This is an optimization exercise on Yosys and OpenROAD, whose aim is small area, a short achievable clock period and few clock cycles per item, not a production implementation.
In this exercise RTL edits were held to simulation tests only and were not proved equivalent to the original.

<file path="flow/run.sh">
#!/bin/bash
# synth_recipe.tcl (not shown) runs the flow's synth.tcl, then flattens the netlist and writes it again
# the make line also repeats each setting of config.mk as NAME=value (left out here)
make -C /OpenROAD-flow-scripts/flow DESIGN_CONFIG=/design/flow/config.mk WORK_HOME=/design/flow/orfs CLKGATE_MAP_FILE= SYNTH_SCRIPT=/design/flow/synth_recipe.tcl finish
</file>
<file path="flow/config.mk">
export PLATFORM = sky130hd
export DESIGN_NAME = rational_fraction_alu_core
export DESIGN_NICKNAME = rational_fraction_alu_core
export VERILOG_FILES = /design/flow/design.v
export SDC_FILE = /design/flow/constraint.sdc
export NUM_CORES = 4
export LEC_CHECK = 0
export CAP_MARGIN = 20
export CORE_MARGIN = 2
export CORE_UTILIZATION = 40
export SLEW_MARGIN = 20
</file>
<file path="flow/constraint.sdc">
create_clock -name core_clock -period 11.0 [get_ports {clk}]
set_input_delay 2.2000 -clock core_clock [delete_from_list [all_inputs] [get_ports {clk}]]
set_output_delay 2.2000 -clock core_clock [all_outputs]
set_load 0.01 [all_outputs]
</file>
<file path="flow/design.v">
package rfa_pkg;
  localparam logic [2:0] KIND_ADD = 3'd0;
  localparam logic [2:0] KIND_SUB = 3'd1;
  localparam logic [2:0] KIND_MUL = 3'd2;
  localparam logic [2:0] KIND_DIV = 3'd3;
  localparam logic [2:0] KIND_CMP = 3'd4;
  localparam logic [2:0] KIND_RED = 3'd5;
  localparam logic [1:0] ST_OK   = 2'd0;
  localparam logic [1:0] ST_ZDEN = 2'd1;
  localparam logic [1:0] ST_DIV0 = 2'd2;
  localparam logic [1:0] ST_OVF  = 2'd3;
  localparam logic [1:0] ORD_LT = 2'd0;
  localparam logic [1:0] ORD_EQ = 2'd1;
  localparam logic [1:0] ORD_GT = 2'd2;
  typedef enum logic [3:0] {
    S_IDLE, S_DISPATCH, S_MUL0, S_MUL1, S_MUL2, S_FORM, S_GCD_INIT, S_GCD_STEP,
    S_SCALE, S_DIVN_INIT, S_DIVN_STEP, S_DIVN_END, S_DIVD_INIT, S_DIVD_STEP,
    S_DIVD_END, S_EMIT
  } ctrl_state_t;
  typedef enum logic [3:0] {
    OP_NONE, OP_LOAD, OP_MUL0, OP_MUL1, OP_MUL2, OP_FORM, OP_GCD_INIT,
    OP_GCD_STEP, OP_SCALE, OP_DIVN_INIT, OP_DIV_STEP, OP_DIVN_END,
    OP_DIVD_INIT, OP_DIVD_END, OP_EMIT
  } dp_op_t;
  typedef struct packed {
    dp_op_t     op;
    logic       sel_b;
    logic [1:0] status;
    logic       last;
  } dp_cmd_t;
  typedef struct packed {
    logic [2:0] kind;
    logic       a_zden;
    logic       b_zden;
    logic       b_num_zero;
    logic       rn_zero;
    logic       gcd_done;
  } dp_stat_t;
endpackage
import rfa_pkg::*;
module rfa_dp
#(
  parameter int W = 32
) (
  input  logic               clk,
  input  logic [2:0]         in_kind,
  input  logic signed [31:0] in_a_num,
  input  logic signed [31:0] in_a_den,
  input  logic signed [31:0] in_b_num,
  input  logic signed [31:0] in_b_den,
  input  rfa_pkg::dp_cmd_t   cmd,
  output rfa_pkg::dp_stat_t  stat,
  output logic signed [31:0] out_res_num,
  output logic [30:0]        out_res_den,
  output logic [1:0]         out_order,
  output logic [1:0]         out_status,
  output logic               out_last
);
  localparam int PW = 2 * W;
  localparam int KW = $clog2(PW);
  localparam logic [PW-1:0] LIM = PW'((64'd1 << (W - 1)) - 64'd1);
  function automatic logic [W:0] split_f(input logic [31:0] x);
    logic [W-1:0] v;
    v = x[W-1:0];
    split_f = v[W-1] ? {1'b1, ~v + 1'b1} : {1'b0, v};
  endfunction
  logic [2:0]    kind_r;
  logic [W-1:0]  an_r, ad_r, bn_r, bd_r;
  logic          sa_r, sb_r, az_r, bz_r;
  logic [PW-1:0] x_r, y_r, d_r;
  logic [PW-1:0] rn_r, rd_r;
  logic          rneg_r;
  logic [1:0]    order_r;
  logic [PW-1:0] ga_r, gb_r, g_r, q_r;
  logic [KW-1:0] gk_r;
  logic [PW:0]   rem_r;
  logic signed [31:0] res_num_r;
  logic [30:0]   res_den_r;
  logic [1:0]    ord_out_r, st_out_r;
  logic          last_r;
  logic [W:0]    sp_an, sp_ad, sp_bn, sp_bd;
  logic [W-1:0]  mul_a, mul_b;
  logic [PW-1:0] prod;
  logic          sy;
  logic [PW:0]   rem_sh;
  logic          div_ge;
  logic [1:0]    emit_st;
  logic [31:0]   mag32;
  assign sp_an = split_f(in_a_num);
  assign sp_ad = split_f(in_a_den);
  assign sp_bn = split_f(in_b_num);
  assign sp_bd = split_f(in_b_den);
  always_comb begin
    mul_a = an_r;
    mul_b = bd_r;
    case (cmd.op)
      OP_MUL0: begin
        mul_a = an_r;
        mul_b = (kind_r == KIND_MUL) ? bn_r : bd_r;
      end
      OP_MUL1: begin
        mul_a = bn_r;
        mul_b = ad_r;
      end
      OP_MUL2: begin
        mul_a = ad_r;
        mul_b = (kind_r == KIND_DIV) ? bn_r : bd_r;
      end
      default: ;
    endcase
  end
  assign prod = PW'(mul_a) * PW'(mul_b);
  assign sy     = sb_r ^ (kind_r == KIND_SUB);
  assign rem_sh = {rem_r[PW-1:0], q_r[PW-1]};
  assign div_ge = rem_sh >= {1'b0, g_r};
  always_comb begin
    emit_st = cmd.status;
    if (cmd.status == ST_OK && (rn_r > LIM || rd_r > LIM)) begin
      emit_st = ST_OVF;
    end
  end
  assign mag32 = 32'(rn_r[W-1:0]);
  always_ff @(posedge clk) begin
    case (cmd.op)
      OP_LOAD: begin
        kind_r <= in_kind;
        an_r   <= sp_an[W-1:0];
        ad_r   <= sp_ad[W-1:0];
        bn_r   <= sp_bn[W-1:0];
        bd_r   <= sp_bd[W-1:0];
        sa_r   <= (sp_an[W] ^ sp_ad[W]) && (sp_an[W-1:0] != '0);
        sb_r   <= (sp_bn[W] ^ sp_bd[W]) && (sp_bn[W-1:0] != '0);
        az_r   <= sp_ad[W-1:0] == '0;
        bz_r   <= sp_bd[W-1:0] == '0;
      end
      OP_MUL0: x_r <= prod;
      OP_MUL1: y_r <= prod;
      OP_MUL2: d_r <= prod;
      OP_FORM: begin
        order_r <= ORD_LT;
        case (kind_r)
          KIND_ADD, KIND_SUB: begin
            rd_r <= d_r;
            if (sa_r == sy) begin
              rn_r   <= x_r + y_r;
              rneg_r <= sa_r;
            end else if (x_r >= y_r) begin
              rn_r   <= x_r - y_r;
              rneg_r <= sa_r;
            end else begin
              rn_r   <= y_r - x_r;
              rneg_r <= sy;
            end
          end
          KIND_MUL, KIND_DIV: begin
            rn_r   <= x_r;
            rd_r   <= d_r;
            rneg_r <= sa_r ^ sb_r;
          end
          KIND_CMP: begin
            rn_r   <= '0;
            rd_r   <= PW'(1);
            rneg_r <= 1'b0;
            if (sa_r != sb_r) begin
              order_r <= sa_r ? ORD_LT : ORD_GT;
            end else if (x_r == y_r) begin
              order_r <= ORD_EQ;
            end else if (!sa_r) begin
              order_r <= (x_r < y_r) ? ORD_LT : ORD_GT;
            end else begin
              order_r <= (x_r > y_r) ? ORD_LT : ORD_GT;
            end
          end
          default: begin
            rn_r   <= cmd.sel_b ? PW'(bn_r) : PW'(an_r);
            rd_r   <= cmd.sel_b ? PW'(bd_r) : PW'(ad_r);
            rneg_r <= cmd.sel_b ? sb_r : sa_r;
          end
        endcase
      end
      OP_GCD_INIT: begin
        ga_r <= rn_r;
        gb_r <= rd_r;
        gk_r <= '0;
        if (rn_r == '0) begin
          rd_r   <= PW'(1);
          rneg_r <= 1'b0;
        end
      end
      OP_GCD_STEP: begin
        if (!ga_r[0] && !gb_r[0]) begin
          ga_r <= ga_r >> 1;
          gb_r <= gb_r >> 1;
          gk_r <= gk_r + 1'b1;
        end else if (!ga_r[0]) begin
          ga_r <= ga_r >> 1;
        end else if (!gb_r[0]) begin
          gb_r <= gb_r >> 1;
        end else if (ga_r > gb_r) begin
          ga_r <= ga_r - gb_r;
        end else begin
          gb_r <= gb_r - ga_r;
        end
      end
      OP_SCALE: g_r <= ga_r << gk_r;
      OP_DIVN_INIT: begin
        q_r   <= rn_r;
        rem_r <= '0;
      end
      OP_DIVD_INIT: begin
        q_r   <= rd_r;
        rem_r <= '0;
      end
      OP_DIV_STEP: begin
        rem_r <= div_ge ? (rem_sh - {1'b0, g_r}) : rem_sh;
        q_r   <= {q_r[PW-2:0], div_ge};
      end
      OP_DIVN_END: rn_r <= q_r;
      OP_DIVD_END: rd_r <= q_r;
      OP_EMIT: begin
        st_out_r <= emit_st;
        last_r   <= cmd.last;
        if (emit_st != ST_OK) begin
          res_num_r <= '0;
          res_den_r <= 31'd1;
          ord_out_r <= ORD_LT;
        end else begin
          res_num_r <= rneg_r ? -mag32 : mag32;
          res_den_r <= 31'(rd_r[W-1:0]);
          ord_out_r <= order_r;
        end
      end
      default: ;
    endcase
  end
  assign stat.kind       = kind_r;
  assign stat.a_zden     = az_r;
  assign stat.b_zden     = bz_r;
  assign stat.b_num_zero = bn_r == '0;
  assign stat.rn_zero    = rn_r == '0;
  assign stat.gcd_done   = ga_r == gb_r;
  assign out_res_num = res_num_r;
  assign out_res_den = res_den_r;
  assign out_order   = ord_out_r;
  assign out_status  = st_out_r;
  assign out_last    = last_r;
endmodule
import rfa_pkg::*;
module rfa_ctrl
#(
  parameter int W = 32
) (
  input  logic     clk,
  input  logic     rst_n,
  input  logic     in_valid,
  output logic     in_ready,
  output logic     out_valid,
  input  logic     out_ready,
  input  rfa_pkg::dp_stat_t stat,
  output rfa_pkg::dp_cmd_t  cmd
);
  localparam int PW = 2 * W;
  localparam int CW = $clog2(PW);
  localparam logic [CW-1:0] CNT_LAST = CW'(PW - 1);
  rfa_pkg::ctrl_state_t state_r, state_nxt;
  logic [CW-1:0] cnt_r, cnt_nxt;
  logic          second_r, second_nxt;
  logic [1:0]    st_r, st_nxt;
  logic          out_valid_r, out_valid_nxt;
  logic          emit_ok;
  logic          half_zden;
  assign emit_ok   = !out_valid_r || out_ready;
  assign half_zden = second_r ? stat.b_zden : stat.a_zden;
  always_comb begin
    state_nxt     = state_r;
    cnt_nxt       = cnt_r;
    second_nxt    = second_r;
    st_nxt        = st_r;
    out_valid_nxt = out_valid_r;
    if (out_ready) begin
      out_valid_nxt = 1'b0;
    end
    case (state_r)
      S_IDLE: begin
        if (in_valid) begin
          state_nxt = S_DISPATCH;
        end
      end
      S_DISPATCH: begin
        second_nxt = 1'b0;
        st_nxt     = ST_OK;
        case (stat.kind)
          KIND_ADD, KIND_SUB, KIND_MUL, KIND_DIV, KIND_CMP: begin
            if (stat.a_zden || stat.b_zden) begin
              st_nxt    = ST_ZDEN;
              state_nxt = S_EMIT;
            end else if (stat.kind == KIND_DIV && stat.b_num_zero) begin
              st_nxt    = ST_DIV0;
              state_nxt = S_EMIT;
            end else begin
              state_nxt = S_MUL0;
            end
          end
          KIND_RED: state_nxt = S_FORM;
          default:  state_nxt = S_IDLE;
        endcase
      end
      S_MUL0: state_nxt = S_MUL1;
      S_MUL1: state_nxt = S_MUL2;
      S_MUL2: state_nxt = S_FORM;
      S_FORM: begin
        if (stat.kind == KIND_RED) begin
          st_nxt    = half_zden ? ST_ZDEN : ST_OK;
          state_nxt = half_zden ? S_EMIT : S_GCD_INIT;
        end else if (stat.kind == KIND_CMP) begin
          state_nxt = S_EMIT;
        end else begin
          state_nxt = S_GCD_INIT;
        end
      end
      S_GCD_INIT: state_nxt = stat.rn_zero ? S_EMIT : S_GCD_STEP;
      S_GCD_STEP: begin
        if (stat.gcd_done) begin
          state_nxt = S_SCALE;
        end
      end
      S_SCALE: state_nxt = S_DIVN_INIT;
      S_DIVN_INIT: begin
        cnt_nxt   = '0;
        state_nxt = S_DIVN_STEP;
      end
      S_DIVN_STEP: begin
        cnt_nxt = cnt_r + 1'b1;
        if (cnt_r == CNT_LAST) begin
          state_nxt = S_DIVN_END;
        end
      end
      S_DIVN_END: state_nxt = S_DIVD_INIT;
      S_DIVD_INIT: begin
        cnt_nxt   = '0;
        state_nxt = S_DIVD_STEP;
      end
      S_DIVD_STEP: begin
        cnt_nxt = cnt_r + 1'b1;
        if (cnt_r == CNT_LAST) begin
          state_nxt = S_DIVD_END;
        end
      end
      S_DIVD_END: state_nxt = S_EMIT;
      S_EMIT: begin
        if (emit_ok) begin
          out_valid_nxt = 1'b1;
          if (stat.kind == KIND_RED && !second_r) begin
            second_nxt = 1'b1;
            state_nxt  = S_FORM;
          end else begin
            state_nxt = S_IDLE;
          end
        end
      end
      default: state_nxt = S_IDLE;
    endcase
  end
  always_comb begin
    cmd.op     = OP_NONE;
    cmd.sel_b  = second_r;
    cmd.status = st_r;
    cmd.last   = !(stat.kind == KIND_RED && !second_r);
    in_ready   = 1'b0;
    case (state_r)
      S_IDLE: begin
        in_ready = 1'b1;
        if (in_valid) begin
          cmd.op = OP_LOAD;
        end
      end
      S_MUL0:      cmd.op = OP_MUL0;
      S_MUL1:      cmd.op = OP_MUL1;
      S_MUL2:      cmd.op = OP_MUL2;
      S_FORM:      cmd.op = OP_FORM;
      S_GCD_INIT:  cmd.op = OP_GCD_INIT;
      S_GCD_STEP:  cmd.op = stat.gcd_done ? OP_NONE : OP_GCD_STEP;
      S_SCALE:     cmd.op = OP_SCALE;
      S_DIVN_INIT: cmd.op = OP_DIVN_INIT;
      S_DIVN_STEP: cmd.op = OP_DIV_STEP;
      S_DIVN_END:  cmd.op = OP_DIVN_END;
      S_DIVD_INIT: cmd.op = OP_DIVD_INIT;
      S_DIVD_STEP: cmd.op = OP_DIV_STEP;
      S_DIVD_END:  cmd.op = OP_DIVD_END;
      S_EMIT:      cmd.op = emit_ok ? OP_EMIT : OP_NONE;
      default:     cmd.op = OP_NONE;
    endcase
  end
  assign out_valid = out_valid_r;
  always_ff @(posedge clk) begin
    if (!rst_n) begin
      state_r     <= S_IDLE;
      cnt_r       <= '0;
      second_r    <= 1'b0;
      st_r        <= ST_OK;
      out_valid_r <= 1'b0;
    end else begin
      state_r     <= state_nxt;
      cnt_r       <= cnt_nxt;
      second_r    <= second_nxt;
      st_r        <= st_nxt;
      out_valid_r <= out_valid_nxt;
    end
  end
endmodule
import rfa_pkg::*;
module rational_fraction_alu_core
#(
  parameter int OPERAND_WIDTH = 32
) (
  input  logic               clk,
  input  logic               rst_n,
  input  logic               in_valid,
  output logic               in_ready,
  input  logic [2:0]         in_kind,
  input  logic signed [31:0] in_a_num,
  input  logic signed [31:0] in_a_den,
  input  logic signed [31:0] in_b_num,
  input  logic signed [31:0] in_b_den,
  output logic               out_valid,
  input  logic               out_ready,
  output logic signed [31:0] out_res_num,
  output logic [30:0]        out_res_den,
  output logic [1:0]         out_order,
  output logic [1:0]         out_status,
  output logic               out_last
);
  rfa_pkg::dp_cmd_t  cmd;
  rfa_pkg::dp_stat_t stat;
  rfa_ctrl #(.W(OPERAND_WIDTH)) u_ctrl (
    .clk       (clk),
    .rst_n     (rst_n),
    .in_valid  (in_valid),
    .in_ready  (in_ready),
    .out_valid (out_valid),
    .out_ready (out_ready),
    .stat      (stat),
    .cmd       (cmd)
  );
  rfa_dp #(.W(OPERAND_WIDTH)) u_dp (
    .clk         (clk),
    .in_kind     (in_kind),
    .in_a_num    (in_a_num),
    .in_a_den    (in_a_den),
    .in_b_num    (in_b_num),
    .in_b_den    (in_b_den),
    .cmd         (cmd),
    .stat        (stat),
    .out_res_num (out_res_num),
    .out_res_den (out_res_den),
    .out_order   (out_order),
    .out_status  (out_status),
    .out_last    (out_last)
  );
endmodule
</file>
==> results.txt <==
==> routing by layer <==
metal / GRT usage [%] / share of wire, %
met1: 45.0 / 41
met2: 54.6 / 46
met3: 4.55 / 7.3
met4: 14.8 / 5.2
met5: 0 / 0.0030
==> metrics by stage <==
step | std cells | hold WS [ns]
detailed placement | 14000 | 0.489
floorplan | 11000 | 0.454
finish | 14300 | 0.501
global placement | 14000 | 0.465
CTS | 14200 | 0.496
global route | 14200 | 0.548
==> critical path, delay by kind of cell (launching register included) <==
kind | cells | cell delay, ns
adder cells (fa/ha/maj) | 9 | 4.41
multiplexers | 1 | 0.19
AND/OR/NAND/NOR | 7 | 1.47
XOR/XNOR | 1 | 0.15
flip-flops | 1 | 0.63
AO/OA/AOI/OAI | 9 | 2.42
buffers and inverters | 6 | 1.05
==> state kept, by name (all words and copies together), names as in the netlist, 3 cells and up <==
register	count
u_dp.g_r	64
u_dp.rd_r	64
u_dp.kind_r	3
u_dp.q_r	64
u_dp.gk_r	6
u_dp.ga_r	64
u_dp.gb_r	64
u_dp.x_r	64
u_dp.y_r	64
u_dp.res_num_r	32
u_dp.an_r	32
u_dp.d_r	64
u_dp.ad_r	32
u_ctrl.cnt_r	6
u_dp.bd_r	32
u_dp.bn_r	32
u_dp.rem_r	64
u_dp.res_den_r	31
u_ctrl.state_r	4
u_dp.rn_r	64
==> layout make-up <==
type                       count  share of cell area (%)
antenna                       15                  0.0351
clock buffer                 118                    2.43
clock inverter                68                   0.680
inverter                    1373                    4.82
multi-input combinational   8138                    60.2
sequential                   866                    24.2
tap                         3202                    3.75
timing repair buffer         471                    3.90
==> synth_stat cells (22+ instances only) <==
master       n
a31oi_1     61
ha_1       652
buf_1       57
nor3_1     185
fa_1       902
nand2_1   1159
nand2b_1    70
nor2b_1     62
a21boi_0    22
or3_1       43
xor2_1     131
nand3_1     95
a21o_1     141
buf_2       22
mux2i_1    178
mux2_2      42
or4_1       30
o211ai_1    49
a211oi_1    62
o21a_1      47
nand4_1    130
a21oi_1    777
nor2_1    1325
inv_1     1368
o21bai_1   111
a221oi_1    82
or2_2       27
o21ai_0    478
edfxtp_1   852
and2_1      86
a22oi_1    144
xnor2_1    324
mux4_2      53
o22ai_1     97
clkbuf_1   560
o31ai_1     87
nor4_1      91
and3_1      65
a22o_1      68
==> path summary, 6_finish.rpt <==
kind                                        to                      startpoint  slack (ns)
setup / recovery        u_dp.d_r[63]$_DFFE_PN_  u_ctrl.state_r[1]$_SDFFE_PN0P_        0.33
hold / removal    u_ctrl.cnt_r[5]$_SDFFE_PN0N_    u_ctrl.cnt_r[5]$_SDFFE_PN0N_        0.50
setup reg to reg        u_dp.d_r[63]$_DFFE_PN_  u_ctrl.state_r[1]$_SDFFE_PN0P_        0.33
hold reg to reg   u_ctrl.cnt_r[5]$_SDFFE_PN0N_    u_ctrl.cnt_r[5]$_SDFFE_PN0N_        0.50
==> cells by family after synthesis <==
group                      count (synthesis)  share of synthesized area (%)
AOI/OAI and AO/OA                       2412                           15.6
xor gates and xnor gates                 457                           4.12
adders and majority gates               1554                           26.9
buffers and inverters                   2014                           7.80
DFF                                      866                           26.5
muxes                                    275                           3.56
and+or+nand+nor                         3440                           15.5
==> timing repair <==
action / 4_1_cts / 5_1_grt
gates resized for setup: 0 / 6
setup buffers: 0 / 0
hold endpoints to repair: 0 / 0
endpoints found under the setup margin: 0 / 12
==> results.txt <==
setup TNS 0 ns; clk buf depth 3; Post-Syn Area a little under 100000 um^2; Final Core Density approximately 44%; crit-path max FO 32; commonest cells after routing, fill and taps aside inv_1 (1368), nor2_1 (1312), nand2_1 (1156); share of layout cells above drive strength 1 between 5 and 6%; nets ~13000; FF+latch area 25900 um^2; top cell type's share of synthesized area a little over a quarter; total wire length roughly 430000 um; total track usage 33.7%; Final GP Congestion between 1 and 1.5; Pre-antenna DRT Iters 9; global route overflow 0; RSZ-0062 raised after global routing false; post-synthesis sequential area ratio between 20% and 30%; Worst path slowest cell dfxtp_1; port bufs just over 200; area leader, netlist edfxtp_1; EDFF count, synth around 850; yosys synthesis warning count 2; first-pass GRT wire length 610000 um; Post-synth ARST share 0%; Die ar. 248000 um^2; top post-synthesis cells by area edfxtp_1 (26%), fa_1 (19%), ha_1 (8.4%); syn nets 12700; Distinct cells, synth 95; post-route cell area 107000 um^2; via count 85400; Final Skew 0.0423 ns; DRT iter0 DRCs about 8600; WP data arrival between 10 and 15 ns; TritonCTS Buffers 99; clock sink count a little under 900; hold-fix buffers at CTS 0; syn_area_per_cell between 8 and 9 um^2; Die X 498 um; area delta synth->final 9.63%; CTS tree yes; Worst Setup Start Kind flop; htree depth 3; starting density of the core about 40%; Area after DPL about 100000 um^2; Cells after Synth around 11000; Die Span Y between 400 and 500 um; Hold Crit Class flop to flop; pin count of the biggest net entering global routing 86; Post-DRT Antenna Nets 0; commonest non-fill, non-tap cell in the layout inv_1; # IOs 205; Final Setup Violations 0; hold depth 2; core area around 240000 um^2; Final Hold Fails 0; worst-skew pair later-pin latency approximately 0.76 ns; standard-cell row count approximately 180; drt drc 0; Clock Tree Root clkbuf_16; clock-pin slew on the worst setup and hold paths roughly 0.060 ns; multi-input logic area approximately 64000 um^2; Synth Flop Type edfxtp_1; vias in the first global route 84500; setup ws final between 0.3 and 0.4 ns; R2R depth 33; pre-CTS WS 0.221 ns; Final Slew Violations 0; initial antenna violation count 14; most used cell along the critical path fa_1; crit path capture type flop; Least-Margin Pin Slew roughly 1.2 ns; vias per cell 6.00; fmax about 0.094 GHz; fillers about 24000; status no timing/DRC/antenna violations; Slew HR slightly above 20%; WL/cell 30.1 um; Worst EP required around 11 ns; Seq cells post-synth around 870; final period utilization between 90% and 100%; DPL Wire Length between 300000 and 400000 um; max-cap violation count 0; final worst path period need 10.67 ns; CP max stage delay approximately 0.63 ns; CP Class flop to flop
Testbench counts, summed over its fixed seeds: cycles 260,973, items 1,280.

==> static timing again, ports no longer ideal <==
Ports are ideal in the flow. The routed layout listed here was re-timed in OpenROAD. Step 1 assumes that a clkbuf_16 drives the clock port and a buf_2 every other input. Step 2 times the ports against the registers' clock, not the clock port: input delays grow and output delays shrink by t, the midpoint of the rising clock arrivals with the driver on. Three values: ideal ports, drivers, drivers and shift; two values: the first two.
t, ns: 0.839
setup slack, ns: 0.335 / 0.335 / 0.335
worst hold slack (ns): 0.501 / 0.501 / 0.501
After both steps this run still meets setup and hold. For this run, drivers alone change the setup slack by 0.000 ns; drivers and shift together by 0.000 ns.
